From an optimization exercise on the open Yosys and OpenROAD flow, aimed at a short achievable clock period and few clock cycles; shortcuts taken in it are not production practice.
The RTL was checked by simulation tests, not by an equivalence proof against the original design.
Power and IR drop assume default switching activity.

$ cat design/flow/run.sh
#!/bin/bash
# synth_recipe.tcl (not shown) runs the flow's synth.tcl, then flattens the netlist and writes it again
# the make line also repeats each setting of config.mk as NAME=value (left out here)
make -C /OpenROAD-flow-scripts/flow DESIGN_CONFIG=/design/flow/config.mk WORK_HOME=/design/flow/orfs CLKGATE_MAP_FILE= SYNTH_SCRIPT=/design/flow/synth_recipe.tcl finish
$ cat design/flow/config.mk
export PLATFORM = sky130hd
export DESIGN_NAME = rv_core_top
export DESIGN_NICKNAME = rv_core_top
export VERILOG_FILES = /design/flow/design.v
export SDC_FILE = /design/flow/constraint.sdc
export NUM_CORES = 4
export LEC_CHECK = 0
export CAP_MARGIN = 35
export CELL_PAD_IN_SITES_DETAIL_PLACEMENT = 1
export CELL_PAD_IN_SITES_GLOBAL_PLACEMENT = 2
export CORE_MARGIN = 2
export CORE_UTILIZATION = 30
export PLACE_DENSITY = 0.42
export SLEW_MARGIN = 20
$ cat design/flow/constraint.sdc
create_clock -name core_clock -period 13.0 [get_ports {clk}]
set_input_delay 2.6000 -clock core_clock [delete_from_list [all_inputs] [get_ports {clk}]]
set_output_delay 2.6000 -clock core_clock [all_outputs]
set_load 0.01 [all_outputs]
$ cat design/flow/design.v
`timescale 1ns/1ps
`default_nettype none
package rv_pkg;
   localparam int XLEN       = 32;
   localparam int REG_COUNT  = 32;
   localparam int IMEM_WORDS = 64;
   typedef logic [XLEN-1:0]               word_t;
   typedef logic [$clog2(REG_COUNT)-1:0]  reg_idx_t;
   typedef logic [$clog2(IMEM_WORDS)-1:0] imem_addr_t;
   typedef logic [6:0]                    opcode_t;
   localparam opcode_t OPC_OP     = 7'b0110011;
   localparam opcode_t OPC_OP_IMM = 7'b0010011;
   localparam opcode_t OPC_LUI    = 7'b0110111;
   localparam opcode_t OPC_AUIPC  = 7'b0010111;
   localparam opcode_t OPC_JAL    = 7'b1101111;
   localparam opcode_t OPC_BRANCH = 7'b1100011;
   localparam int PW = 42;
   localparam int S_ADD   = 0;
   localparam int S_SUB   = 1;
   localparam int S_SLL   = 2;
   localparam int S_SRL   = 3;
   localparam int S_SRA   = 4;
   localparam int S_SLT   = 5;
   localparam int S_SLTU  = 6;
   localparam int S_XOR   = 7;
   localparam int S_OR    = 8;
   localparam int S_AND   = 9;
   localparam int S_PCIMM = 10;
   localparam int S_PC4   = 11;
   localparam int NSEL    = 12;
   localparam int B_EQ  = 0;
   localparam int B_NE  = 1;
   localparam int B_LT  = 2;
   localparam int B_GE  = 3;
   localparam int B_LTU = 4;
   localparam int B_GEU = 5;
endpackage
`default_nettype wire
`timescale 1ns/1ps
`default_nettype none
module instr_fetch (
   input  logic                  clk,
   input  logic                  arst_n,
   input  logic                  run,
   input  logic                  load_req,
   input  rv_pkg::imem_addr_t    load_addr,
   input  rv_pkg::word_t         load_data,
   output logic                  load_ack,
   input  rv_pkg::imem_addr_t    fidx,
   output logic [rv_pkg::PW-1:0] fw,
   output logic [rv_pkg::PW-1:0] w0
);
   logic [rv_pkg::PW-1:0] imem [rv_pkg::IMEM_WORDS];
   logic                  ld_wr_q;
   rv_pkg::imem_addr_t    ld_addr_q;
   rv_pkg::word_t         ld_data_q;
   logic                  load_accept;
   function automatic logic [rv_pkg::PW-1:32] predec(input logic [5:0] a, input logic [31:0] d);
      logic [31:0] imm;
      logic [6:0]  s;
      logic        jal;
      logic        br;
      logic        hz;
      logic        ho;
      jal = (d[6:0] == rv_pkg::OPC_JAL);
      br  = (d[6:0] == rv_pkg::OPC_BRANCH) && (d[14:13] != 2'b01);
      imm = jal ? {{12{d[31]}}, d[19:12], d[20], d[30:21], 1'b0}
                : {{20{d[31]}}, d[7], d[30:25], d[11:8], 1'b0};
      s   = {1'b0, a} + {1'b0, imm[7:2]};
      hz  = (imm[31:8] == 24'd0);
      ho  = (imm[31:8] == 24'hffffff);
      predec = {imm[31], br, jal, ~imm[1] & ((hz & ~s[6]) | (ho & s[6])), s[5:0]};
   endfunction
   assign load_accept = load_req & ~load_ack & ~run;
   always_ff @(posedge clk or negedge arst_n) begin
      if (!arst_n) begin
         load_ack <= 1'b0;
      end else if (load_accept) begin
         load_ack <= 1'b1;
      end else if (!load_req) begin
         load_ack <= 1'b0;
      end
   end
   always_ff @(posedge clk) begin
      ld_wr_q   <= load_accept;
      ld_addr_q <= load_addr;
      ld_data_q <= load_data;
   end
   always_ff @(posedge clk) begin
      if (ld_wr_q) begin
         imem[ld_addr_q] <= {predec(ld_addr_q, ld_data_q), ld_data_q};
      end
   end
   assign fw = imem[fidx];
   assign w0 = (ld_wr_q && ld_addr_q == '0) ? {predec(6'd0, ld_data_q), ld_data_q} : imem[0];
endmodule
`default_nettype wire
`timescale 1ns/1ps
`default_nettype none
module rv_decoder (
   input  logic [rv_pkg::PW-1:0]   w,
   output logic [31:1]             rs1_oh,
   output logic [31:1]             rs2_oh,
   output logic [31:1]             rd_oh,
   output rv_pkg::word_t           imm_a,
   output rv_pkg::word_t           imm_p,
   output logic [rv_pkg::NSEL-1:0] sel,
   output logic [5:0]              br,
   output logic                    is_halt
);
   logic [6:0]    opcode;
   logic [2:0]    f3;
   logic          b30;
   rv_pkg::word_t imm_i;
   rv_pkg::word_t imm_u;
   rv_pkg::word_t imm_b;
   rv_pkg::word_t imm_j;
   logic          use1;
   logic          use2;
   logic          wr;
   assign opcode = w[6:0];
   assign f3     = w[14:12];
   assign b30    = w[30];
   assign imm_i = {{21{w[31]}}, w[30:20]};
   assign imm_u = {w[31:12], 12'b0};
   assign imm_b = {{20{w[31]}}, w[7], w[30:25], w[11:8], 1'b0};
   assign imm_j = {{12{w[31]}}, w[19:12], w[20], w[30:21], 1'b0};
   always_comb begin
      sel     = '0;
      br      = '0;
      use1    = 1'b0;
      use2    = 1'b0;
      wr      = 1'b0;
      imm_a   = '0;
      imm_p   = '0;
      is_halt = 1'b0;
      case (opcode)
         rv_pkg::OPC_OP: begin
            use1 = 1'b1;
            use2 = 1'b1;
            wr   = 1'b1;
            case ({b30, f3})
               4'b0_000: sel[rv_pkg::S_ADD]  = 1'b1;
               4'b1_000: sel[rv_pkg::S_SUB]  = 1'b1;
               4'b0_001: sel[rv_pkg::S_SLL]  = 1'b1;
               4'b0_010: sel[rv_pkg::S_SLT]  = 1'b1;
               4'b0_011: sel[rv_pkg::S_SLTU] = 1'b1;
               4'b0_100: sel[rv_pkg::S_XOR]  = 1'b1;
               4'b0_101: sel[rv_pkg::S_SRL]  = 1'b1;
               4'b1_101: sel[rv_pkg::S_SRA]  = 1'b1;
               4'b0_110: sel[rv_pkg::S_OR]   = 1'b1;
               4'b0_111: sel[rv_pkg::S_AND]  = 1'b1;
               default:  wr = 1'b0;
            endcase
         end
         rv_pkg::OPC_OP_IMM: begin
            use1  = 1'b1;
            wr    = 1'b1;
            imm_a = imm_i;
            case (f3)
               3'b000: sel[rv_pkg::S_ADD]  = 1'b1;
               3'b001: if (b30) wr = 1'b0; else sel[rv_pkg::S_SLL] = 1'b1;
               3'b010: sel[rv_pkg::S_SLT]  = 1'b1;
               3'b011: sel[rv_pkg::S_SLTU] = 1'b1;
               3'b100: sel[rv_pkg::S_XOR]  = 1'b1;
               3'b101: if (b30) sel[rv_pkg::S_SRA] = 1'b1; else sel[rv_pkg::S_SRL] = 1'b1;
               3'b110: sel[rv_pkg::S_OR]   = 1'b1;
               default: sel[rv_pkg::S_AND] = 1'b1;
            endcase
         end
         rv_pkg::OPC_LUI: begin
            wr    = 1'b1;
            imm_a = imm_u;
            sel[rv_pkg::S_ADD] = 1'b1;
         end
         rv_pkg::OPC_AUIPC: begin
            wr    = 1'b1;
            imm_p = imm_u;
            sel[rv_pkg::S_PCIMM] = 1'b1;
         end
         rv_pkg::OPC_JAL: begin
            wr      = 1'b1;
            imm_p   = imm_j;
            is_halt = (w[31:12] == 20'd0);
            sel[rv_pkg::S_PC4] = 1'b1;
         end
         rv_pkg::OPC_BRANCH: begin
            use1  = 1'b1;
            use2  = 1'b1;
            imm_p = imm_b;
            case (f3)
               3'b000: br[rv_pkg::B_EQ]  = 1'b1;
               3'b001: br[rv_pkg::B_NE]  = 1'b1;
               3'b100: br[rv_pkg::B_LT]  = 1'b1;
               3'b101: br[rv_pkg::B_GE]  = 1'b1;
               3'b110: br[rv_pkg::B_LTU] = 1'b1;
               3'b111: br[rv_pkg::B_GEU] = 1'b1;
               default: ;
            endcase
         end
         default: ;
      endcase
   end
   always_comb begin
      for (int i = 1; i < 32; i++) begin
         rs1_oh[i] = use1 && (w[19:15] == 5'(i));
         rs2_oh[i] = use2 && (w[24:20] == 5'(i));
         rd_oh[i]  = wr   && (w[11:7]  == 5'(i));
      end
   end
endmodule
`default_nettype wire
`timescale 1ns/1ps
`default_nettype none
module rv_alu (
   input  rv_pkg::word_t           a,
   input  rv_pkg::word_t           b,
   input  rv_pkg::word_t           pc,
   input  rv_pkg::word_t           imm_p,
   input  logic [rv_pkg::NSEL-1:0] sel,
   input  logic [5:0]              br,
   output rv_pkg::word_t           result,
   output logic                    cond,
   output rv_pkg::word_t           pc_imm,
   output rv_pkg::word_t           pc4
);
   rv_pkg::word_t sum;
   rv_pkg::word_t dif;
   rv_pkg::word_t sll;
   rv_pkg::word_t srl;
   rv_pkg::word_t sra;
   logic [63:0]   sext;
   logic          lt_u;
   logic          lt_s;
   logic          eq;
   assign sum  = a + b;
   assign dif  = a - b;
   assign sll  = a << b[4:0];
   assign srl  = a >> b[4:0];
   assign sext = {{32{a[31]}}, a} >> b[4:0];
   assign sra  = sext[31:0];
   assign eq   = (a == b);
   assign lt_u = (a < b);
   assign lt_s = (a[31] == b[31]) ? lt_u : a[31];
   assign pc_imm = pc + imm_p;
   assign pc4    = pc + 32'd4;
   assign result = ({32{sel[rv_pkg::S_ADD]}}   & sum)
                 | ({32{sel[rv_pkg::S_SUB]}}   & dif)
                 | ({32{sel[rv_pkg::S_SLL]}}   & sll)
                 | ({32{sel[rv_pkg::S_SRL]}}   & srl)
                 | ({32{sel[rv_pkg::S_SRA]}}   & sra)
                 | {31'b0, sel[rv_pkg::S_SLT]  & lt_s}
                 | {31'b0, sel[rv_pkg::S_SLTU] & lt_u}
                 | ({32{sel[rv_pkg::S_XOR]}}   & (a ^ b))
                 | ({32{sel[rv_pkg::S_OR]}}    & (a | b))
                 | ({32{sel[rv_pkg::S_AND]}}   & (a & b))
                 | ({32{sel[rv_pkg::S_PCIMM]}} & pc_imm)
                 | ({32{sel[rv_pkg::S_PC4]}}   & pc4);
   assign cond = (br[rv_pkg::B_EQ]  &  eq)
               | (br[rv_pkg::B_NE]  & ~eq)
               | (br[rv_pkg::B_LT]  &  lt_s)
               | (br[rv_pkg::B_GE]  & ~lt_s)
               | (br[rv_pkg::B_LTU] &  lt_u)
               | (br[rv_pkg::B_GEU] & ~lt_u);
endmodule
`default_nettype wire
`timescale 1ns/1ps
`default_nettype none
module reg_file (
   input  logic                 clk,
   input  logic                 arst_n,
   input  logic [31:1]          we_oh,
   input  rv_pkg::word_t        wr_data,
   input  logic [31:1]          rs1_oh,
   input  logic [31:1]          rs2_oh,
   output rv_pkg::word_t        src1,
   output rv_pkg::word_t        src2,
   output logic [32*32-1:0]     regs_flat
);
   rv_pkg::word_t regs [1:31];
   always_ff @(posedge clk or negedge arst_n) begin
      if (!arst_n) begin
         for (int i = 1; i < 32; i++) begin
            regs[i] <= rv_pkg::word_t'(i);
         end
      end else begin
         for (int i = 1; i < 32; i++) begin
            if (we_oh[i]) regs[i] <= wr_data;
         end
      end
   end
   always_comb begin
      src1 = '0;
      src2 = '0;
      for (int i = 1; i < 32; i++) begin
         src1 = src1 | ({32{rs1_oh[i]}} & regs[i]);
         src2 = src2 | ({32{rs2_oh[i]}} & regs[i]);
      end
   end
   always_comb begin
      regs_flat[31:0] = '0;
      for (int i = 1; i < 32; i++) begin
         regs_flat[32*i +: 32] = regs[i];
      end
   end
endmodule
`default_nettype wire
`timescale 1ns/1ps
`default_nettype none
module reg_readout (
   input  logic             clk,
   input  logic             arst_n,
   input  logic             rd_req,
   input  rv_pkg::reg_idx_t rd_index,
   output logic             rd_ack,
   output rv_pkg::word_t    rd_data,
   input  logic [32*32-1:0] regs_flat
);
   rv_pkg::word_t cand [4];
   logic [1:0]    hi_q;
   always_ff @(posedge clk or negedge arst_n) begin
      if (!arst_n) begin
         rd_ack <= 1'b0;
      end else begin
         rd_ack <= rd_req;
      end
   end
   always_ff @(posedge clk) begin
      if (!rd_ack) begin
         hi_q <= rd_index[4:3];
         for (int j = 0; j < 4; j++) begin
            cand[j] <= regs_flat[32*(8*j + int'(rd_index[2:0])) +: 32];
         end
      end
   end
   assign rd_data = cand[hi_q];
endmodule
`default_nettype wire
`timescale 1ns/1ps
`default_nettype none
module rv_core_top (
   input  logic               clk,
   input  logic               arst_n,
   input  logic               run,
   input  logic               load_req,
   input  rv_pkg::imem_addr_t load_addr,
   input  rv_pkg::word_t      load_data,
   output logic               load_ack,
   input  logic               rd_req,
   input  rv_pkg::reg_idx_t   rd_index,
   output logic               rd_ack,
   output rv_pkg::word_t      rd_data,
   output logic               halted
);
   localparam int PW   = rv_pkg::PW;
   localparam int NSEL = rv_pkg::NSEL;
   rv_pkg::word_t   pc_f;
   logic [PW-1:0]   fw;
   logic [PW-1:0]   w0;
   logic [1:0]      ctr [64];
   instr_fetch u_fetch (
      .clk       (clk),
      .arst_n    (arst_n),
      .run       (run),
      .load_req  (load_req),
      .load_addr (load_addr),
      .load_data (load_data),
      .load_ack  (load_ack),
      .fidx      (pc_f[7:2]),
      .fw        (fw),
      .w0        (w0)
   );
   logic [31:1]     rs1_f, rs2_f, rd_f, rs1_0, rs2_0, rd_0;
   rv_pkg::word_t   imma_f, immp_f, imma_0, immp_0;
   logic [NSEL-1:0] sel_f, sel_0;
   logic [5:0]      br_f, br_0;
   logic            halt_f, halt_0;
   rv_decoder u_dec_f (
      .w (fw), .rs1_oh (rs1_f), .rs2_oh (rs2_f), .rd_oh (rd_f), .imm_a (imma_f),
      .imm_p (immp_f), .sel (sel_f), .br (br_f), .is_halt (halt_f)
   );
   rv_decoder u_dec_0 (
      .w (w0), .rs1_oh (rs1_0), .rs2_oh (rs2_0), .rd_oh (rd_0), .imm_a (imma_0),
      .imm_p (immp_0), .sel (sel_0), .br (br_0), .is_halt (halt_0)
   );
   logic          pt_f, pt_0;
   logic [5:0]    nidx_f, nidx_0;
   rv_pkg::word_t pred_f, pred_0;
   assign pt_f   = fw[39] | (fw[40] & (ctr[pc_f[7:2]][1] ? fw[41] : ~fw[41]));
   assign pt_0   = w0[39] | (w0[40] & (ctr[0][1] ? w0[41] : ~w0[41]));
   assign nidx_f = pt_f ? fw[37:32] : pc_f[7:2] + 6'd1;
   assign nidx_0 = pt_0 ? w0[37:32] : 6'd1;
   assign pred_f = {pc_f[31:8], nidx_f, pc_f[1:0]};
   assign pred_0 = {24'd0, nidx_0, 2'b00};
   logic            e_v;
   rv_pkg::word_t   e_pc;
   logic [31:1]     e_rs1, e_rs2, e_rd;
   rv_pkg::word_t   e_imma, e_immp;
   logic [NSEL-1:0] e_sel;
   logic [5:0]      e_br;
   logic            e_halt, e_jal, e_isbr, e_hint, e_tok, e_sok, e_pt;
   rv_pkg::word_t   src1, src2, result, pc_imm, pc4, actual;
   logic            cond, taken, cm, misp;
   logic [32*32-1:0] regs_flat;
   always_ff @(posedge clk) begin
      if (run) begin
         e_pc   <= pc_f;
         e_rs1  <= rs1_f;
         e_rs2  <= rs2_f;
         e_rd   <= rd_f;
         e_imma <= imma_f;
         e_immp <= immp_f;
         e_sel  <= sel_f;
         e_br   <= br_f;
         e_halt <= halt_f;
         e_jal  <= fw[39];
         e_isbr <= fw[40];
         e_hint <= fw[41];
         e_tok  <= fw[38];
         e_sok  <= (pc_f[7:2] != 6'd63);
         e_pt   <= pt_f;
      end else begin
         e_pc   <= '0;
         e_rs1  <= rs1_0;
         e_rs2  <= rs2_0;
         e_rd   <= rd_0;
         e_imma <= imma_0;
         e_immp <= immp_0;
         e_sel  <= sel_0;
         e_br   <= br_0;
         e_halt <= halt_0;
         e_jal  <= w0[39];
         e_isbr <= w0[40];
         e_hint <= w0[41];
         e_tok  <= w0[38];
         e_sok  <= 1'b1;
         e_pt   <= pt_0;
      end
   end
   assign cm = run & e_v & ~halted;
   reg_file u_regs (
      .clk       (clk),
      .arst_n    (arst_n),
      .we_oh     (e_rd & {31{cm}}),
      .wr_data   (result),
      .rs1_oh    (e_rs1),
      .rs2_oh    (e_rs2),
      .src1      (src1),
      .src2      (src2),
      .regs_flat (regs_flat)
   );
   rv_alu u_alu (
      .a      (src1),
      .b      (src2 | e_imma),
      .pc     (e_pc),
      .imm_p  (e_immp),
      .sel    (e_sel),
      .br     (e_br),
      .result (result),
      .cond   (cond),
      .pc_imm (pc_imm),
      .pc4    (pc4)
   );
   assign taken  = e_jal | cond;
   assign actual = taken ? pc_imm : pc4;
   assign misp   = cm & ((taken ^ e_pt) | (taken & ~e_tok) | (~taken & ~e_sok));
   always_ff @(posedge clk or negedge arst_n) begin
      if (!arst_n) begin
         e_v    <= 1'b0;
         pc_f   <= '0;
         halted <= 1'b0;
      end else begin
         if (run) begin
            e_v  <= ~misp;
            pc_f <= misp ? actual : pred_f;
         end else begin
            e_v  <= 1'b1;
            pc_f <= pred_0;
         end
         if (cm & e_halt) begin
            halted <= 1'b1;
         end
      end
   end
   logic [1:0] c_e;
   logic       agree;
   assign c_e   = ctr[e_pc[7:2]];
   assign agree = (cond == e_hint);
   always_ff @(posedge clk or negedge arst_n) begin
      if (!arst_n) begin
         for (int i = 0; i < 64; i++) ctr[i] <= 2'b10;
      end else if (cm & e_isbr) begin
         if (agree) ctr[e_pc[7:2]] <= (c_e == 2'b11) ? 2'b11 : c_e + 2'b01;
         else       ctr[e_pc[7:2]] <= (c_e == 2'b00) ? 2'b00 : c_e - 2'b01;
      end
   end
   reg_readout u_readout (
      .clk       (clk),
      .arst_n    (arst_n),
      .rd_req    (rd_req),
      .rd_index  (rd_index),
      .rd_ack    (rd_ack),
      .rd_data   (rd_data),
      .regs_flat (regs_flat)
   );
endmodule
`default_nettype wire
==> results of run 1 <==
final cells by class:
class,instances,area (um2),share of cell area (%)
multi-input cells,8189,69700,31.5
well taps,8379,10500,4.74
inverters,156,603,0.273
clock inverters,242,2290,1.03
flip-flops and latches,4162,117000,52.9
repair buffers,762,7480,3.38
diodes,90,225,0.102
clock buffers,674,13500,6.11
how the worst min path moves through the flow:
stage	to	slack, ps	depth (start not counted)
2_1_floorplan	e_pc[28]$_SDFF_PN0_	420	2
3_3_place_gp	e_pc[28]$_SDFF_PN0_	440	2
3_5_place_dp	e_pc[28]$_SDFF_PN0_	450	2
4_1_cts	e_pc[11]$_SDFF_PN0_	480	1
5_1_grt	e_pc[8]$_SDFF_PN0_	490	1
6_report	e_pc[28]$_SDFF_PN0_	480	2
registers in the layout, indices dropped and copies added (netlist names), 2 cells and up:
name               cells
ctr                  128
e_br                   6
e_imma                32
e_immp                31
e_pc                  32
e_rd                  31
e_rs1                 31
e_rs2                 31
e_sel                 12
pc_f                  32
u_fetch.imem        2624
u_fetch.ld_addr_q      6
u_fetch.ld_data_q     32
u_readout.cand       128
u_readout.hi_q         2
u_regs.regs          992
metal layers:
metal / track usage [%] / vias to the layer above
met2: 51.5 / 6367
met5: 0 / -
li1: - / 54518
met1: 41.7 / 75480
met3: 5.13 / 1822
met4: 15.6 / 26
cells in the mapped netlist, types with 63 or more instances:
library cell / number
edfxtp_1: 2754
mux4_2: 1090
nor2_1: 1069
dfrtp_1: 1012
nand2_1: 971
clkbuf_1: 846
a22oi_1: 710
o21ai_0: 654
a21oi_1: 576
mux2_2: 277
dfxtp_1: 252
a31oi_1: 250
nand4_1: 227
nand3_1: 204
a22o_1: 193
a221oi_1: 191
nor3_1: 163
inv_1: 151
dfstp_2: 144
ha_1: 141
buf_1: 139
o22ai_1: 131
o211ai_1: 128
mux2i_1: 122
buf_2: 117
nor4_1: 111
and2_1: 81
a211oi_1: 74
a41oi_1: 63
xnor2_1: 63
cells by family after synthesis:
family / count (synthesis)
buffers and inverters: 1308
adders and majority gates: 147
muxes: 1489
xor gates and xnor gates: 88
and+or+nand+nor: 3165
AOI/OAI and AO/OA: 3300
DFF: 4162
where the power goes:
group	internal (uW)	total [uW]	switching, uW
clock network	7840	13800	5930
registers	14800	16200	1360
logic	3190	8130	4940
total	25900	38100	12200
through the flow:
| stage | std cells | hold WS [ps] | util, % | cell area [um2] |
|---|---|---|---|---|
| 5_1_grt | 22619 | 493 | 35.0 | 221000 |
| 3_3_place_gp | 21518 | 441 | 32.1 | 203000 |
| 6_report | 22654 | 477 | 35.0 | 221000 |
| 3_5_place_dp | 21632 | 452 | 32.4 | 205000 |
| 2_1_floorplan | 13659 | 425 | - | 190000 |
| 4_1_cts | 22548 | 479 | 34.9 | 221000 |
tightest hold or removal path, cell delays in order (launching register included):
cell and delay [ps]:
dfrtp_1 330, nand2_1 60, inv_1 50
==> flow_summary_export.csv, run 1 <==
group,metric,value,unit
synthesis,yosysWarningCount,8,
worst_hold_path,worstHoldPathType,"flop to flop",
final_layout,area_growth,16.2,%
synthesis,synth_simple_gate_area_share,7.63,%
setup_path,path_buf_inv,4,
sta,period_minus_slack,8210,ps
sta,timing.final.ws_setup,4790,ps
sta,setup_violations,0,
cts,cts_setup_buffers,0,
routing,wire_per_inst,46.2,um
setup_path,path_common_cell,"buf_4",
floorplan,die_area,641000,um2
routing,num_vias,138213,
cts,cts_made_buffers,485,
setup_path,r2r_slack,4790,ps
setup_path,r2r-start,"e_rs2[12]$_DFF_P_",
routing,drtPass1Iterations,10,
sta,fmax,0.122,GHz
sta,rsz0062_at_grt,"false",
cts,path_clk_slew,60,ps
setup_path,critical_path_class,"flop to flop",
setup_path,r2r-end,"pc_f[30]$_DFFE_PN0P_",
pwr,power,38100,uW
routing,drt_iter0_drc,17276,
synthesis,postSynthCellCount,13659,
setup_path,reg2reg_depth,18,
synthesis,synth-compound-area-share,11.6,%
setup_path,path_delay_family,"simple AND/OR/NAND/NOR gates",
synthesis,synth_seq_cells,4162,
setup_path,worst-path-stages,18,
grt,grt_max_degree,141,
grt,first_global_vias,140580,
cts,htreeDepth,5,
floorplan,ios,83,
cts,cts-root-buf,"clkbuf_16",
floorplan,initial_core_util,30.1,%
grt,antenna_found_initial,100,
final_layout,fillCellCount,64867,
sta,drv_slew,0,
final_layout,layout_common_cells,"edfxtp_1, mux4_2, dfrtp_1, nor2_1, nand2_1",
setup_path,worst_path_largest_cell_delay,910,ps
synthesis,syn_area_per_cell,13.9,um2
floorplan,core_area,632000,um2
synthesis,synth_edf_count,2754,
setup_path,cp_max_fo,60,
synthesis,yosysUniqueCellTypes,97,
routing,drc,0,
placement,portBuffers,82,
synthesis,synthTopCellsByArea,"edfxtp_1, dfrtp_1, mux4_2",
cts,cts.sinks,4162,
floorplan,die-height,801,um
sta,relSlewSlack,24.9,%
synthesis,syn_area,190000,um2
final_layout,final_nets,13949,
cts,ctsHoldBuffers,0,
setup_path,critical_path_required,13910,ps
sta,final.setup_skew,83.5,ps
synthesis,synth_mux_area_share,15.2,%
cts,cts_tree,"built",
final_layout,mostFrequentLayoutCell,"edfxtp_1",
setup_path,crit_chain,"buf_4, buf_4, a22oi_1, nand4_1, nor3_1, nand2_1, ha_1, nor3_1, or4b_2, nor4b_1, mux2_2, nor4_1, nand4b_1, buf_4, a311o_2, buf_4, a211oi_1, a211oi_1",
grt,grt_first_pass_wirelength,1380000,um
run,maxCapViolCount,0,
pwr,p_per_area,172,nW/um2
setup_path,setup.worst_path.end,"pc_f[30]$_DFFE_PN0P_",
pwr,leakagePower,0.0770,uW
setup_path,crit_slowest_cell,"dfxtp_2",
sta,final-hold-violation-count,0,
routing,antenna_left,0,
synthesis,yosysSeqAreaShare,61.4,%
placement,gp_congestion,0.936,
sta,setup_tns,0,ps
synthesis,synth_largest_area_cell,"edfxtp_1",
routing,viasPerCell,6.10,
routing,highest_layer,"met5",
cts,clockBufferDepth,4,
placement,place_ws,5060,ps
floorplan,die_x,801,um
grt,grt_usage,31.8,%
synthesis,syn_nets,13852,
sta,period_share,63.2,%
synthesis,synthAdderAreaFrac,0.979,%
routing,met2_length,489000,um
sta,tightest_slew,1120,ps
synthesis,synth_top_family_by_area,"multiplexers",
synthesis,synth-xor-area-share,0.405,%
placement,detailed_place_hpwl,708000,um
synthesis,synth_top_area_share,43.4,%
floorplan,fp-row-count,292,
synthesis,synthArstFlopShare,27.8,%
setup_path,start_kind,"flop",
grt,gr-total-overflow,0,
synthesis,synth_flop_cell,"edfxtp_1",
cts,post_cts_resized,0,
routing,wl,1050000,um
worst_hold_path,hp-start,"pc_f[28]$_DFFE_PN0P_",
pwr,ir_worst_vdd,0.201,mV
routing,wl_met3,63300,um
cts,clkLatencyLatePin,1110,ps
setup_path,crit_path_start,"e_rs2[12]$_DFF_P_",
setup_path,critPathArrivalTime,9120,ps
setup_path,end_kind,"flop",
final_layout,drive_gt1_share,23.0,%
routing,wl_met1,432000,um
status,status,"complete, no violations",
Testbench counts, summed over its fixed seeds: cycles 42,148.
==> run 2, diff against run 1 <==
--- a/design/flow/design.v
+++ b/design/flow/design.v
@@ -49,11 +49,17 @@
    input  rv_pkg::imem_addr_t    fidx,
    output logic [rv_pkg::PW-1:0] fw,
+   output logic [rv_pkg::PW-1:0] fwn,
+   output logic                  fpair,
    output logic [rv_pkg::PW-1:0] w0
 );
    logic [rv_pkg::PW-1:0] imem [rv_pkg::IMEM_WORDS];
+   logic [rv_pkg::PW-1:0] imem_n [rv_pkg::IMEM_WORDS];
+   logic [63:0]           pairable;
    logic                  ld_wr_q;
    rv_pkg::imem_addr_t    ld_addr_q;
    rv_pkg::word_t         ld_data_q;
    logic                  load_accept;
+   rv_pkg::word_t         prev_w;
+   rv_pkg::word_t         next_w;
    function automatic logic [rv_pkg::PW-1:32] predec(input logic [5:0] a, input logic [31:0] d);
       logic [31:0] imm;
@@ -72,4 +78,11 @@
       predec = {imm[31], br, jal, ~imm[1] & ((hz & ~s[6]) | (ho & s[6])), s[5:0]};
    endfunction
+   function automatic logic pair_ok(input logic [31:0] i, input logic [31:0] j);
+      logic ctrl;
+      logic dep;
+      ctrl = (i[6:0] == rv_pkg::OPC_JAL) || (i[6:0] == rv_pkg::OPC_BRANCH);
+      dep  = (i[11:7] != 5'd0) && ((j[19:15] == i[11:7]) || (j[24:20] == i[11:7]));
+      pair_ok = ~ctrl & ~dep;
+   endfunction
    assign load_accept = load_req & ~load_ack & ~run;
    always_ff @(posedge clk or negedge arst_n) begin
@@ -92,5 +105,24 @@
       end
    end
-   assign fw = imem[fidx];
+   assign prev_w = imem[ld_addr_q - 6'd1][31:0];
+   assign next_w = imem[ld_addr_q + 6'd1][31:0];
+   always_ff @(posedge clk or negedge arst_n) begin
+      if (!arst_n) begin
+         pairable <= '0;
+      end else if (ld_wr_q) begin
+         pairable[ld_addr_q] <= (ld_addr_q != 6'd63) && pair_ok(ld_data_q, next_w);
+         if (ld_addr_q != 6'd0) begin
+            pairable[ld_addr_q - 6'd1] <= pair_ok(prev_w, ld_data_q);
+         end
+      end
+   end
+   always_comb begin
+      for (int i = 0; i < rv_pkg::IMEM_WORDS; i++) begin
+         imem_n[i] = imem[(i + 1) % rv_pkg::IMEM_WORDS];
+      end
+   end
+   assign fw    = imem[fidx];
+   assign fwn   = imem_n[fidx];
+   assign fpair = pairable[fidx];
    assign w0 = (ld_wr_q && ld_addr_q == '0) ? {predec(6'd0, ld_data_q), ld_data_q} : imem[0];
 endmodule
@@ -270,10 +302,16 @@
    input  logic                 clk,
    input  logic                 arst_n,
-   input  logic [31:1]          we_oh,
-   input  rv_pkg::word_t        wr_data,
-   input  logic [31:1]          rs1_oh,
-   input  logic [31:1]          rs2_oh,
-   output rv_pkg::word_t        src1,
-   output rv_pkg::word_t        src2,
+   input  logic [31:1]          we_a,
+   input  rv_pkg::word_t        wd_a,
+   input  logic [31:1]          we_b,
+   input  rv_pkg::word_t        wd_b,
+   input  logic [31:1]          rs1_a,
+   input  logic [31:1]          rs2_a,
+   input  logic [31:1]          rs1_b,
+   input  logic [31:1]          rs2_b,
+   output rv_pkg::word_t        src1_a,
+   output rv_pkg::word_t        src2_a,
+   output rv_pkg::word_t        src1_b,
+   output rv_pkg::word_t        src2_b,
    output logic [32*32-1:0]     regs_flat
 );
@@ -286,14 +324,19 @@
       end else begin
          for (int i = 1; i < 32; i++) begin
-            if (we_oh[i]) regs[i] <= wr_data;
+            if (we_b[i])      regs[i] <= wd_b;
+            else if (we_a[i]) regs[i] <= wd_a;
          end
       end
    end
    always_comb begin
-      src1 = '0;
-      src2 = '0;
+      src1_a = '0;
+      src2_a = '0;
+      src1_b = '0;
+      src2_b = '0;
       for (int i = 1; i < 32; i++) begin
-         src1 = src1 | ({32{rs1_oh[i]}} & regs[i]);
-         src2 = src2 | ({32{rs2_oh[i]}} & regs[i]);
+         src1_a = src1_a | ({32{rs1_a[i]}} & regs[i]);
+         src2_a = src2_a | ({32{rs2_a[i]}} & regs[i]);
+         src1_b = src1_b | ({32{rs1_b[i]}} & regs[i]);
+         src2_b = src2_b | ({32{rs2_b[i]}} & regs[i]);
       end
    end
@@ -317,6 +360,5 @@
    input  logic [32*32-1:0] regs_flat
 );
-   rv_pkg::word_t cand [4];
-   logic [1:0]    hi_q;
+   rv_pkg::word_t data_q;
    always_ff @(posedge clk or negedge arst_n) begin
       if (!arst_n) begin
@@ -328,11 +370,8 @@
    always_ff @(posedge clk) begin
       if (!rd_ack) begin
-         hi_q <= rd_index[4:3];
-         for (int j = 0; j < 4; j++) begin
-            cand[j] <= regs_flat[32*(8*j + int'(rd_index[2:0])) +: 32];
-         end
+         data_q <= regs_flat[32*rd_index +: 32];
       end
    end
-   assign rd_data = cand[hi_q];
+   assign rd_data = data_q;
 endmodule
 `default_nettype wire
@@ -356,7 +395,9 @@
    localparam int NSEL = rv_pkg::NSEL;
    rv_pkg::word_t   pc_f;
-   logic [PW-1:0]   fw;
-   logic [PW-1:0]   w0;
+   logic [5:0]      fidx;
+   logic [PW-1:0]   fw, fwn, w0;
+   logic            fpair;
    logic [1:0]      ctr [64];
+   assign fidx = pc_f[7:2];
    instr_fetch u_fetch (
       .clk       (clk),
@@ -367,30 +408,45 @@
       .load_data (load_data),
       .load_ack  (load_ack),
-      .fidx      (pc_f[7:2]),
+      .fidx      (fidx),
       .fw        (fw),
+      .fwn       (fwn),
+      .fpair     (fpair),
       .w0        (w0)
    );
-   logic [31:1]     rs1_f, rs2_f, rd_f, rs1_0, rs2_0, rd_0;
-   rv_pkg::word_t   imma_f, immp_f, imma_0, immp_0;
-   logic [NSEL-1:0] sel_f, sel_0;
-   logic [5:0]      br_f, br_0;
-   logic            halt_f, halt_0;
+   logic [31:1]     rs1_f, rs2_f, rd_f, rs1_n, rs2_n, rd_n, rs1_0, rs2_0, rd_0;
+   rv_pkg::word_t   imma_f, immp_f, imma_n, immp_n, imma_0, immp_0;
+   logic [NSEL-1:0] sel_f, sel_n, sel_0;
+   logic [5:0]      br_f, br_n, br_0;
+   logic            halt_f, halt_n, halt_0;
    rv_decoder u_dec_f (
       .w (fw), .rs1_oh (rs1_f), .rs2_oh (rs2_f), .rd_oh (rd_f), .imm_a (imma_f),
       .imm_p (immp_f), .sel (sel_f), .br (br_f), .is_halt (halt_f)
    );
+   rv_decoder u_dec_n (
+      .w (fwn), .rs1_oh (rs1_n), .rs2_oh (rs2_n), .rd_oh (rd_n), .imm_a (imma_n),
+      .imm_p (immp_n), .sel (sel_n), .br (br_n), .is_halt (halt_n)
+   );
    rv_decoder u_dec_0 (
       .w (w0), .rs1_oh (rs1_0), .rs2_oh (rs2_0), .rd_oh (rd_0), .imm_a (imma_0),
       .imm_p (immp_0), .sel (sel_0), .br (br_0), .is_halt (halt_0)
    );
-   logic          pt_f, pt_0;
+   logic          pt_f, pt_n, pt_0;
+   logic [5:0]    fidx1, fidx2;
    logic [5:0]    nidx_f, nidx_0;
    rv_pkg::word_t pred_f, pred_0;
-   assign pt_f   = fw[39] | (fw[40] & (ctr[pc_f[7:2]][1] ? fw[41] : ~fw[41]));
-   assign pt_0   = w0[39] | (w0[40] & (ctr[0][1] ? w0[41] : ~w0[41]));
-   assign nidx_f = pt_f ? fw[37:32] : pc_f[7:2] + 6'd1;
+   assign fidx1  = fidx + 6'd1;
+   assign fidx2  = fidx + 6'd2;
+   assign pt_f   = fw[39]  | (fw[40]  & (ctr[fidx][1]  ? fw[41]  : ~fw[41]));
+   assign pt_n   = fwn[39] | (fwn[40] & (ctr[fidx1][1] ? fwn[41] : ~fwn[41]));
+   assign pt_0   = w0[39]  | (w0[40]  & (ctr[0][1]     ? w0[41]  : ~w0[41]));
+   assign nidx_f = fpair ? (pt_n ? fwn[37:32] : fidx2) : (pt_f ? fw[37:32] : fidx1);
    assign nidx_0 = pt_0 ? w0[37:32] : 6'd1;
    assign pred_f = {pc_f[31:8], nidx_f, pc_f[1:0]};
    assign pred_0 = {24'd0, nidx_0, 2'b00};
+   logic            a_v;
+   rv_pkg::word_t   a_pc;
+   logic [31:1]     a_rs1, a_rs2, a_rd;
+   rv_pkg::word_t   a_imma, a_immp;
+   logic [NSEL-1:0] a_sel;
    logic            e_v;
    rv_pkg::word_t   e_pc;
@@ -400,24 +456,50 @@
    logic [5:0]      e_br;
    logic            e_halt, e_jal, e_isbr, e_hint, e_tok, e_sok, e_pt;
+   rv_pkg::word_t   src1_a, src2_a, res_a;
    rv_pkg::word_t   src1, src2, result, pc_imm, pc4, actual;
-   logic            cond, taken, cm, misp;
+   logic            cond, taken, cm, cm_a, misp;
    logic [32*32-1:0] regs_flat;
    always_ff @(posedge clk) begin
       if (run) begin
-         e_pc   <= pc_f;
-         e_rs1  <= rs1_f;
-         e_rs2  <= rs2_f;
-         e_rd   <= rd_f;
-         e_imma <= imma_f;
-         e_immp <= immp_f;
-         e_sel  <= sel_f;
-         e_br   <= br_f;
-         e_halt <= halt_f;
-         e_jal  <= fw[39];
-         e_isbr <= fw[40];
-         e_hint <= fw[41];
-         e_tok  <= fw[38];
-         e_sok  <= (pc_f[7:2] != 6'd63);
-         e_pt   <= pt_f;
+         a_pc   <= pc_f;
+         a_rs1  <= rs1_f;
+         a_rs2  <= rs2_f;
+         a_rd   <= rd_f;
+         a_imma <= imma_f;
+         a_immp <= immp_f;
+         a_sel  <= sel_f;
+         if (fpair) begin
+            e_pc   <= {pc_f[31:8], fidx1, pc_f[1:0]};
+            e_rs1  <= rs1_n;
+            e_rs2  <= rs2_n;
+            e_rd   <= rd_n;
+            e_imma <= imma_n;
+            e_immp <= immp_n;
+            e_sel  <= sel_n;
+            e_br   <= br_n;
+            e_halt <= halt_n;
+            e_jal  <= fwn[39];
+            e_isbr <= fwn[40];
+            e_hint <= fwn[41];
+            e_tok  <= fwn[38];
+            e_sok  <= (fidx1 != 6'd63);
+            e_pt   <= pt_n;
+         end else begin
+            e_pc   <= pc_f;
+            e_rs1  <= rs1_f;
+            e_rs2  <= rs2_f;
+            e_rd   <= rd_f;
+            e_imma <= imma_f;
+            e_immp <= immp_f;
+            e_sel  <= sel_f;
+            e_br   <= br_f;
+            e_halt <= halt_f;
+            e_jal  <= fw[39];
+            e_isbr <= fw[40];
+            e_hint <= fw[41];
+            e_tok  <= fw[38];
+            e_sok  <= (fidx != 6'd63);
+            e_pt   <= pt_f;
+         end
       end else begin
          e_pc   <= '0;
@@ -438,16 +520,35 @@
       end
    end
-   assign cm = run & e_v & ~halted;
+   assign cm   = run & e_v & ~halted;
+   assign cm_a = cm & a_v;
    reg_file u_regs (
       .clk       (clk),
       .arst_n    (arst_n),
-      .we_oh     (e_rd & {31{cm}}),
-      .wr_data   (result),
-      .rs1_oh    (e_rs1),
-      .rs2_oh    (e_rs2),
-      .src1      (src1),
-      .src2      (src2),
+      .we_a      (a_rd & {31{cm_a}}),
+      .wd_a      (res_a),
+      .we_b      (e_rd & {31{cm}}),
+      .wd_b      (result),
+      .rs1_a     (a_rs1),
+      .rs2_a     (a_rs2),
+      .rs1_b     (e_rs1),
+      .rs2_b     (e_rs2),
+      .src1_a    (src1_a),
+      .src2_a    (src2_a),
+      .src1_b    (src1),
+      .src2_b    (src2),
       .regs_flat (regs_flat)
    );
+   rv_alu u_alu_a (
+      .a      (src1_a),
+      .b      (src2_a | a_imma),
+      .pc     (a_pc),
+      .imm_p  (a_immp),
+      .sel    (a_sel),
+      .br     (6'd0),
+      .result (res_a),
+      .cond   (),
+      .pc_imm (),
+      .pc4    ()
+   );
    rv_alu u_alu (
       .a      (src1),
@@ -468,4 +569,5 @@
       if (!arst_n) begin
          e_v    <= 1'b0;
+         a_v    <= 1'b0;
          pc_f   <= '0;
          halted <= 1'b0;
@@ -473,7 +575,9 @@
          if (run) begin
             e_v  <= ~misp;
+            a_v  <= fpair;
             pc_f <= misp ? actual : pred_f;
          end else begin
             e_v  <= 1'b1;
+            a_v  <= 1'b0;
             pc_f <= pred_0;
          end
==> design/flow/flow/run.sh (new file) <==
#!/bin/bash
# The standard ORFS layout at the design's clock and constraints; the only change is that
# timing repair (floorplan, CTS and global-route repair_timing) aims for 9 ns of setup slack
# instead of 0, so the resizer keeps improving the critical paths past the 13 ns clock.
set -euo pipefail
bash standard.sh SETUP_SLACK_MARGIN=9 TNS_END_PERCENT=20 finish > standard_flow.log 2>&1
==> design/flow/standard.sh (new file) <==
#!/bin/bash
# synth_recipe.tcl (not shown) runs the flow's synth.tcl, then flattens the netlist and writes it again
# the make line also repeats each setting of config.mk as NAME=value (left out here)
make -C /OpenROAD-flow-scripts/flow DESIGN_CONFIG=/design/flow/config.mk WORK_HOME=/design/flow/orfs CLKGATE_MAP_FILE= SYNTH_SCRIPT=/design/flow/synth_recipe.tcl "${@:-finish}"
--- a/design/flow/config.mk
+++ b/design/flow/config.mk
@@ -10,5 +10,5 @@
 export CELL_PAD_IN_SITES_GLOBAL_PLACEMENT = 2
 export CORE_MARGIN = 2
-export CORE_UTILIZATION = 30
-export PLACE_DENSITY = 0.42
+export CORE_UTILIZATION = 45
+export PLACE_DENSITY = 0.55
 export SLEW_MARGIN = 20
removed: design/flow/run.sh
==> run 2 against run 1 <==
The run now fails in 5_1_grt. Synthesized cell count increased by 60%. Synthesized area increased by 34%.
==> flow_summary_export.csv, run 2 <==
group,metric,value,unit
synthesis,synth_edf_count,2856,
placement,dpl_cell_area,271000,um2
placement,gp_congestion,1.11,
grt,grt_first_pass_wirelength,2940000,um
floorplan,ios,83,
floorplan,fp-row-count,276,
grt,first_global_vias,284388,
synthesis,synth-xor-area-share,0.791,%
cts,cts_made_buffers,474,
status,stop_stage,"5_1_grt",
synthesis,yosys-top-cells-count,"edfxtp_1, a22oi_1, nand2_1",
grt,grt_max_degree,152,
floorplan,die-height,757,um
placement,detailed_place_hpwl,1260000,um
synthesis,syn_area_per_cell,11.7,um2
floorplan,die_x,757,um
synthesis,synthArstFlopShare,28.2,%
synthesis,synth-compound-area-share,19.8,%
grt,gr-total-overflow,32,
status,error,"[ERROR GRT-0116] Global routing finished with congestion. Check the congestion regions in the DRC Viewer.",
synthesis,synth_simple_gate_area_share,11.0,%
synthesis,synth_largest_area_cell,"edfxtp_1",
synthesis,yosysSeqAreaShare,47.6,%
synthesis,synth_top_family_by_area,"compound AO/OA/AOI/OAI gates",
cts,cts-root-buf,"clkbuf_16",
synthesis,syn_nets,22182,
synthesis,synth_mux_area_share,15.4,%
synthesis,synth_top_area_share,33.6,%
cts,htreeDepth,5,
synthesis,yosysUniqueCellTypes,116,
synthesis,synthAdderAreaFrac,1.43,%
placement,portBuffers,82,
status,status,"did not finish",
synthesis,yosysWarningCount,8,
floorplan,initial_core_util,45.2,%
synthesis,syn_area,255000,um2
synthesis,synth_flop_cell,"edfxtp_1",
synthesis,synth_seq_cells,4329,
cts,cts.sinks,4329,
placement,placedCellCount,28474,
synthesis,postSynthCellCount,21849,
grt,grt_usage,76.6,%
synthesis,synthTopCellsByArea,"edfxtp_1, mux4_2, dfrtp_1",
cts,clockBufferDepth,4,
synthesis,synth_most_common_cell,"edfxtp_1",
## run 2: cell types whose count changed after synthesis, moves of 170 or more
| cell | change |
|---|---|
| a221o_1 | +571 |
| a22o_1 | +185 |
| a22oi_1 | +1677 |
| and2_1 | +305 |
| buf_1 | +170 |
| clkbuf_1 | +626 |
| inv_1 | +227 |
| mux2i_1 | +258 |
| mux4_2 | +333 |
| nand2_1 | +774 |
| nand3_1 | +769 |
| nand4_1 | +330 |
| o221ai_1 | +444 |
## run 2: power groups by stage
stage | Combinational (uW) | Sequential, uW | Clock (uW)
2_1_floorplan | 16200 | 18900 | 0
3_3_place_gp | 26700 | 22000 | 0
3_5_place_dp | 27500 | 21900 | 0
4_1_cts | 34400 | 21600 | 14700
## run 2: cell families after synthesis
logic type | count (synthesis)
buf+inv | 2500
flops | 4329
compound gates | 6661
mux | 2065
xor+xnor | 227
simple gates | 5780
fa+ha+maj | 287
## run 2: worst max-delay path by stage
stage | from | end | slack [ps] | depth (start not counted)
after detailed placement | e_rs2[25]$_DFF_P_ | pc_f[4]$_DFF_PN0_ | 5380 | 24
after CTS | e_rs2[15]$_DFF_P_ | u_regs.regs[7][26]$_DFFE_PN0P_ | 7510 | 23
after floorplan | a_rs2[3]$_DFFE_PP_ | u_regs.regs[1][30]$_DFFE_PN0P_ | 8010 | 24
after global placement | pc_f[2]$_DFFE_PN0P_ | e_rs2[18]$_DFF_P_ | 4720 | 16
## run 2: metal layers
layer	GRT overflow	track usage (%)
met1	2	78.5
met2	9	89.8
met3	4	62.8
met4	17	74.4
met5	0	39.9
## run 2: timing repair
action | CTS
pin swaps | 488
hold buffers | 0
buffers inserted | 1117
setup endpoints to repair | 3331
gates resized for setup | 2486
cloned | 170
## run 2: stage by stage
stage | util [%] | hold slack [ps] | total power (uW) | setup slack, ps
2_1_floorplan | - | 417 | 35100 | 8010
3_3_place_gp | 47.6 | 424 | 48700 | 4720
3_5_place_dp | 48.0 | 428 | 49400 | 5380
4_1_cts | 55.6 | 443 | 70600 | 7510
Testbench counts of run 2, summed over its fixed seeds: cycles 28,659.
==> run 3, diff against run 2 <==
--- a/design/flow/config.mk
+++ b/design/flow/config.mk
@@ -10,5 +10,5 @@
 export CELL_PAD_IN_SITES_GLOBAL_PLACEMENT = 2
 export CORE_MARGIN = 2
-export CORE_UTILIZATION = 45
-export PLACE_DENSITY = 0.55
+export CORE_UTILIZATION = 37
+export PLACE_DENSITY = 0.48
 export SLEW_MARGIN = 20
==> run 3 against run 2 <==
The flow again stops in 5_1_grt. Synthesized cell count did not move. Synthesized area did not move.
==> flow_summary_export.csv, run 3 <==
group,metric,value,unit
cts,clockBufferDepth,4,
floorplan,die_x,835,um
cts,cts-root-buf,"clkbuf_16",
cts,cts_made_buffers,526,
status,status,"did not finish",
grt,grt_usage,63.8,%
placement,detailed_place_hpwl,1360000,um
synthesis,synthArstFlopShare,28.2,%
floorplan,fp-row-count,305,
synthesis,synthTopCellsByArea,"edfxtp_1, mux4_2, dfrtp_1",
status,stop_stage,"5_1_grt",
synthesis,yosys-top-cells-count,"edfxtp_1, a22oi_1, nand2_1",
synthesis,synth_largest_area_cell,"edfxtp_1",
placement,placedCellCount,30236,
placement,dpl_cell_area,274000,um2
floorplan,ios,83,
synthesis,syn_area,255000,um2
synthesis,yosysWarningCount,8,
floorplan,initial_core_util,37.1,%
cts,cts.sinks,4329,
cts,htreeDepth,6,
synthesis,synth_most_common_cell,"edfxtp_1",
grt,grt_max_degree,136,
synthesis,syn_area_per_cell,11.7,um2
grt,gr-total-overflow,2,
synthesis,yosysSeqAreaShare,47.6,%
placement,gp_congestion,1.08,
synthesis,postSynthCellCount,21849,
synthesis,synth_flop_cell,"edfxtp_1",
status,error,"[ERROR GRT-0232] Routing congestion too high. Check the congestion heatmap in the GUI.",
synthesis,synth_top_area_share,33.6,%
floorplan,die-height,835,um
placement,portBuffers,82,
synthesis,syn_nets,22182,
synthesis,yosysUniqueCellTypes,116,
placement,place_ws,5190,ps
synthesis,synth_seq_cells,4329,
synthesis,synth_edf_count,2856,
[run 3: layer usage]
layer,global-route usage [%],overflow
met1,67.3,0
met3,41.6,0
met5,17.9,0
met4,64.1,0
met2,81.2,2
[run 3: worst max path at each step]
stage                                                  to  slack, ps  cells after the start
after CTS                 u_regs.regs[20][27]$_DFFE_PN0P_       7340                     22
after detailed placement                pc_f[4]$_DFF_PN0_       5190                     19
after global placement                  e_rs2[17]$_DFF_P_       4690                     17
after floorplan            u_regs.regs[1][30]$_DFFE_PN0P_       8010                     24
[run 3: power by group through the flow]
stage          logic, uW  clock network (uW)  registers (uW)
2_1_floorplan      16200                   0           18900
3_3_place_gp       28000                   0           22500
3_5_place_dp       28400                   0           22300
4_1_cts            36900               15400           21900
[run 3: cells by family after synthesis]
| group | share of synthesized area, % |
|---|---|
| simple gates | 11.0 |
| xor+xnor | 0.791 |
| compound gates | 19.8 |
| fa+ha+maj | 1.43 |
| buf+inv | 4.04 |
| flops | 47.6 |
| mux | 15.4 |
[run 3: repair_timing]
| item | 4_1_cts |
|---|---|
| setup buffers | 1187 |
| pin swaps | 529 |
| hold buffers | 0 |
| gates cloned | 180 |
| gates resized for setup | 2728 |
| setup endpoints to repair | 3293 |
[run 3: stage by stage]
stage               utilization, %  hold slack (ps)
floorplan                        -              417
global placement              39.5              426
detailed placement            39.7              430
CTS                           46.4              445

## afterwards: timing with drivers on the ports
The results above use ideal ports. As a check the final layout listed here was re-extracted and re-timed, cells and wires unchanged.
Step 1 sets driving cells, clkbuf_16 on the clock port and buf_2 on the other inputs (assumed; they add their load-dependent delay and slew).
Step 2 also shifts input and output timing later by t, the mid clock arrival at the registers, as if the neighbouring blocks saw the same clock.
Three values: ideal ports, drivers, drivers and shift; two values: the first two.
run: run 1
t, ns: 1.216
slack for setup (ns): 4.789 / 4.789 / 4.789
hold WS [ns]: 0.477 / 0.477 / 0.477
clock arrival spread, ns: 0.089 / 0.089
worst register clock-pin slew, ns: 0.07 / 0.07
After both steps run 1 still meets setup and hold. For run 1, drivers alone change the setup slack by 0.000 ns; drivers and shift together by 0.000 ns.
